Source: an optimization exercise on an open RTL-to-GDS flow (aim: small area, a short achievable clock period and few clock cycles per item). Production flows keep margins and buffers that such runs may drop. Where RTL was checked, it was by simulation tests only, not by an equivalence proof against the original. Power and IR drop assume default switching activity.

job 101:
==> flow/design.v (excerpt) <==
module rda_top (
	input  logic        clk,
	input  logic        rst,
	input  logic [63:0] req_a,
	input  logic [63:0] req_b,
	input  logic        req_cin,
	input  logic        req_valid,
	output logic        req_credit,
	output logic [64:0] rsp_sum,
	output logic        rsp_valid,
	input  logic        rsp_credit
);
	logic [64:0] core_sum;
	logic        core_valid;
	logic        core_take;
	rda_core u_core (
		.clk       (clk),
		.rst       (rst),
		.req_a     (req_a),
		.req_b     (req_b),
		.req_cin   (req_cin),
		.req_valid (req_valid),
		.take      (core_take),
		.sum_out   (core_sum),
		.sum_valid (core_valid)
	);
	rda_result_buffer u_buffer (
		.clk        (clk),
		.rst        (rst),
		.push_data  (core_sum),
		.push_valid (core_valid),
		.push_arrive(req_valid),
		.push_take  (core_take),
		.rsp_sum    (rsp_sum),
		.rsp_valid  (rsp_valid),
		.rsp_credit (rsp_credit),
		.req_credit (req_credit)
	);
endmodule
Size: about 1900 cells after synthesis, about 0.023 mm2 of cells after synthesis.
clock: 3.6 ns
lec_check: 0
cap_margin: 20
core_margin: 2
core_utilization: 40
cts_cluster_diameter: 80
cts_cluster_size: 30
setup_slack_margin: 1.75
slew_margin: 20
synth_hierarchical: 1
tns_end_percent: 10
standard.sh (not shown) runs the stock make flow with config.mk's settings and CLKGATE_MAP_FILE= SYNTH_SCRIPT=/design/flow/synth_recipe.tcl, a recipe that flattens the netlist after the stock synthesis.
==> flow/flow/run.sh <==
#!/bin/bash
# Layout flow: the standard synthesis and ORFS flow, with the port buffers
# made from plain buffers (buf_1, resized later by timing repair) instead of the
# delay cells buffer_ports picks by default.
set -euo pipefail
cd "$(dirname "$0")/.."
bash standard.sh synth > synth.log 2>&1
bash standard.sh "BUFFER_PORTS_ARGS=-buffer_cell sky130_fd_sc_hd__buf_1" finish > layout.log 2>&1
test -f out/final.def
The final layout from job 101, which completed every stage, passed the timing, design-rule and antenna checks at the end of the flow.
Testbench counts of job 101, summed over its fixed seeds: cycles 16,024, items 16,000.
Inputs modified between job 101 and job 102:
- TNS_END_PERCENT: 10 -> unset
- CORE_UTILIZATION: 40 -> 50
==> comparison <==
- Lower worst hold slack goes to job 102 over job 101.
- On reported net switching power, the higher figure sits with job 101, not job 102.
- Going from job 101 to job 102, detailed-route wire length on metal 1 shrank by a little under 10%.
- Actual transition at the worst max-transition pin was lower in job 102 than in job 101.
- The via count of job 102 falls short of that of job 101 by 1.6%.
- Taking job 102 as 1.0, job 101 lands at 1.2 on die area.
## Diff of input files: job 103 against job 102
- CORE_UTILIZATION: 50 -> 40
## What came out
- Per the final summary, job 103 finished and its layout is clean on timing, DRC and antenna.
- Changes observed in job 103 relative to job 102: sequential power went up about 2%, met2 usage went down 6.5 points, clock period minus final worst setup slack held, vias after detailed routing went up about 0.9%, upper clock frequency limit held.
- Job 103 vs job 102, uppermost layer routed: met5 vs met4
Input-level comparison between job 104 and job 103:
- setting GPL_TIMING_DRIVEN to 0 for the first time
Findings:
No stage failed in job 104, and the final checks on the layout all came back clean.
The final area of job 104 was inferior to that of job 103.
In job 104 the total length of routed wires turned out 2300 um lower than in job 103.
When job 104 is measured against job 103, its count of clock-net buffers in the final layout turns out 5.7% lower.
Relative to job 104, the following input files were edited for job 105:
- clearing GPL_TIMING_DRIVEN, which used to be 0
- putting PLACE_DENSITY at 0.7 where nothing was set
Results
Any difference in met1 layer usage reported by global route between job 105 and job 104 is small enough to ignore. Min weighted congestion reported at the end of routability-driven placement across job 104 and job 105: job 104. Job 104 → job 105: area of the mapped netlist essentially unchanged; synthesis-to-finish area growth now smaller. Clock-buffer cell count grows by a few percent when moving from job 104 to job 105.

========
## old
rda_top, a different RTL version from the one above (not shown whole).
For scale: roughly 0.025 mm² of cells after synthesis.
==> flow/config.mk <==
export PLATFORM = sky130hd
export DESIGN_NAME = rda_top
export DESIGN_NICKNAME = rda_top
export VERILOG_FILES = /design/flow/design.v
export SDC_FILE = /design/flow/constraint.sdc
export NUM_CORES = 4
export LEC_CHECK = 0
export CAP_MARGIN = 20
export CORE_MARGIN = 2
export CORE_UTILIZATION = 40
export CTS_CLUSTER_DIAMETER = 80
export CTS_CLUSTER_SIZE = 30
export SETUP_SLACK_MARGIN = 1.85
export SLEW_MARGIN = 20
export SYNTH_HIERARCHICAL = 1
==> flow/constraint.sdc <==
create_clock -name core_clock -period 3.6 [get_ports {clk}]
set_input_delay 0.7200 -clock core_clock [delete_from_list [all_inputs] [get_ports {clk}]]
set_output_delay 0.7200 -clock core_clock [all_outputs]
set_load 0.01 [all_outputs]
==> flow/flow/run.sh <==
#!/bin/bash
# Layout flow: the standard synthesis and ORFS flow, with the port buffers
# made from plain buffers (buf_4) instead of the delay cells buffer_ports picks by default.
set -euo pipefail
cd "$(dirname "$0")/.."
bash standard.sh synth > synth.log 2>&1
bash standard.sh "BUFFER_PORTS_ARGS=-buffer_cell sky130_fd_sc_hd__buf_4" finish > layout.log 2>&1
test -f out/final.def
Per the final summary, old finished and its layout is clean on timing, DRC and antenna.
Testbench counts of old, summed over its fixed seeds: cycles 16,024, items 16,000.
The inputs of new differ from those of old as listed below.
- changing SETUP_SLACK_MARGIN from 1.85 to 1.6
The number of CTS-inserted buffers of new falls short of that of old by about 8%.
old → new: detailed-routing iteration count for the pre-antenna-repair pass went up, global-route wire length before repair went down.
Cmp new vs old: data arrival at the endpoint of the critical path lower in new
new against old: peak clock frequency supported by timing saw a decrease; clock network fraction of total power went down; utilization down 2.1 points.

========
run A:
Another version of the RTL of rda_top (not shown whole).
Size: ~1700 cells after synthesis, about 200 I/O pins, ~0.023 mm² of cells after synthesis.
Settings: LEC_CHECK=0, CAP_MARGIN=20, CORE_MARGIN=2, CORE_UTILIZATION=40, CTS_CLUSTER_DIAMETER=80, CTS_CLUSTER_SIZE=30, SETUP_SLACK_MARGIN=1.7, SLEW_MARGIN=20, SYNTH_HIERARCHICAL=1; clock period 3.6 ns.
run.sh (not shown) runs the stock make flow with config.mk's settings and CLKGATE_MAP_FILE= SYNTH_SCRIPT=/design/flow/synth_recipe.tcl, a recipe that flattens the netlist after the stock synthesis.
Stock flow here: none of the scripts above is used.
Run A finished all stages; the layout is clean.
What run C does differently from run A at the input level:
- swapping 1.7 for 1.5 in SETUP_SLACK_MARGIN
### Flow results
- [run C] clock skew fell 12 ps relative to run A
- Looking at endpoint of the worst setup timing path, the u_buffer.u_out.rsp_sum[50] result is from run A; the u_buffer.mem[4][64] one comes from run C.
- The worst slack at placement number comes out higher for run A vs run C.
- In the flow results for run C and run A, the number of nets in the layout is larger on run A.
- Relative to run A, via count has gone down in run C.
- Every stage of the flow completed for run C, and the final layout passed the timing, design-rule and antenna checks.
- Run C against run A; area of all placed cells without fillers is down by a little under 10%.
- Compared with run A, in run C post-route worst hold slack saw an increase; non-filler instance count after layout saw a decrease.
- Comparing number of logic stages on the critical path including buffering for run C and run A, the smaller number came from run C.
- Global router's overall resource usage in run C is 2.5 points lower than in run A
- Compared with run A, in run C sink count of the clock tree neither gained nor lost much, part of the power in combinational logic lost 1.4 points.
- u_core.bsum_q[53] as the start point of the critical path was reported by run C, and u_buffer.full_v[2] by run A.
No functional check of the RTL was part of any run of this note.

========
rda_top with an RTL version that a note above also has.
For scale: about 1,900 cells after synthesis, about 23,000 um^2 of cells after synthesis.
==> flow/design.v (excerpt) <==
module rda_top (
	input  logic        clk,
	input  logic        rst,
	input  logic [63:0] req_a,
	input  logic [63:0] req_b,
	input  logic        req_cin,
	input  logic        req_valid,
	output logic        req_credit,
	output logic [64:0] rsp_sum,
	output logic        rsp_valid,
	input  logic        rsp_credit
);
Settings: LEC_CHECK=0, CAP_MARGIN=20, CORE_MARGIN=2, CORE_UTILIZATION=40, CTS_CLUSTER_DIAMETER=70, CTS_CLUSTER_SIZE=24, SETUP_SLACK_MARGIN=1.75, SLEW_MARGIN=20, SYNTH_HIERARCHICAL=1; clock period 3.6 ns.
standard.sh (not shown) runs the stock make flow with config.mk's settings and CLKGATE_MAP_FILE= SYNTH_SCRIPT=/design/flow/synth_recipe.tcl, a recipe that flattens the netlist after the stock synthesis.
==> flow/flow/run.sh <==
#!/bin/bash
# Layout flow: the standard synthesis and ORFS flow, with the port buffers
# made from plain buffers (buf_1, resized later by timing repair) instead of the
# delay cells buffer_ports picks by default.
set -euo pipefail
cd "$(dirname "$0")/.."
bash standard.sh synth > synth.log 2>&1
bash standard.sh "BUFFER_PORTS_ARGS=-buffer_cell sky130_fd_sc_hd__buf_1" finish > layout.log 2>&1
test -f out/final.def
Testbench counts at the start, summed over its fixed seeds: cycles 16,024, items 16,000.
Next try:
- CTS_CLUSTER_DIAMETER: 70 -> 80
- CTS_CLUSTER_SIZE: 24 -> 30
- SETUP_SLACK_MARGIN: 1.75 -> 1.7
Outcome:
- The changed run passed the timing, design-rule and antenna checks
- worst setup slack gets worse by 47 ps
- flip-flop and latch count stays the same
- register-to-register slack got worse by 30 ps
- design area fell by 1.7%
- clock skew grows by 3.5 ps
- total power falls by 4.6%
- sequential share of layout area climbs by 1.0 points
Next try:
- SETUP_SLACK_MARGIN: 1.7 -> 1.82
Outcome:
- final cell count increases by 0.79%
- synthesized area stays the same
- count of clock-buffer cells in the layout rises by 2
- sequential share of layout area is lower by 1.9 points
- global-route usage goes up by 0.29 points
- register-to-register slack improved by 70 ps
- setup slack improves by 51 ps
- synthesized cell count does not change
Next try:
- SETUP_SLACK_MARGIN: 1.82 -> 1.75
- TNS_END_PERCENT: not set -> 30
- clock-buffer cell count does not change
- final area came out lower by 4.4%
- setup slack degrades by 120 ps
- total power came out lower by 4.6%
- non-clock buffer count came out lower by 26
Next try:
- CTS_CLUSTER_DIAMETER: 80 -> 60
- TNS_END_PERCENT: 30 -> not set
Result: First-iteration DRC count barely changes. Clock skew stays flat. Wire length increases by a few percent. Via count increases slightly. Count of clock-buffer cells in the layout increases by 7. Global-route usage increases by 0.62 points. Power increases by roughly a tenth. Setup slack is better by 110 ps. Combinational power increases by a few percent. Design area increases by a few percent.

-- port drivers added, routing unchanged --
Ports are ideal in the flow. The routed layouts listed here were re-timed in OpenROAD.
Step 1: set_driving_cell puts a clkbuf_16 on clk and a buf_2 on each other input, an assumption about the parent block.
Step 2 also shifts input and output timing later by t, the mid clock arrival at the registers, as if the neighbouring blocks saw the same clock.
a / b / c = ideal / step 1 / step 2; a / b = the first two.
run | shift t [ns] | setup slack, ns | hold WS [ns] | worst setup path at the end
job 101 | 0.647 | 1.678 / 1.620 / 1.153 | 0.456 / 0.439 / 0.456 | input to register
job 102 | 0.633 | 1.785 / 1.731 / 1.261 | 0.452 / 0.429 / 0.452 | input to register
job 103 | 0.631 | 1.783 / 1.728 / 1.243 | 0.445 / 0.444 / 0.445 | input to register
job 104 | 0.625 | 1.756 / 1.698 / 1.255 | 0.446 / 0.414 / 0.446 | input to register
job 105 | 0.645 | 1.781 / 1.724 / 1.251 | 0.451 / 0.451 / 0.451 | input to register
old | 0.639 | 1.713 / 1.713 / 1.378 | 0.462 / 0.462 / 0.462 | input to register
new | 0.636 | 1.652 / 1.598 / 1.286 | 0.476 / 0.476 / 0.476 | input to register
run A | 0.633 | 1.362 / 1.362 / 1.160 | 0.460 / 0.460 / 0.460 | input to register
run C | 0.627 | 1.371 / 1.371 / 1.051 | 0.475 / 0.475 / 0.475 | input to register
the first run of note 4 | 0.615 | 1.789 / 1.734 / 1.256 | 0.445 / 0.445 / 0.445 | input to register
the second run of note 4 | 0.645 | 1.743 / 1.689 / 1.212 | 0.444 / 0.413 / 0.446 | input to register
the third run of note 4 | 0.621 | 1.794 / 1.739 / 1.344 | 0.458 / 0.433 / 0.458 | input to register
the fourth run of note 4 | 0.627 | 1.671 / 1.615 / 1.177 | 0.454 / 0.448 / 0.454 | input to register
the fifth run of note 4 | 0.624 | 1.786 / 1.728 / 1.254 | 0.443 / 0.443 / 0.443 | input to register
After both steps setup and hold are still met in every run listed. For job 103, which loses most, drivers alone change the setup slack by -0.055 ns; drivers and shift together by -0.540 ns.
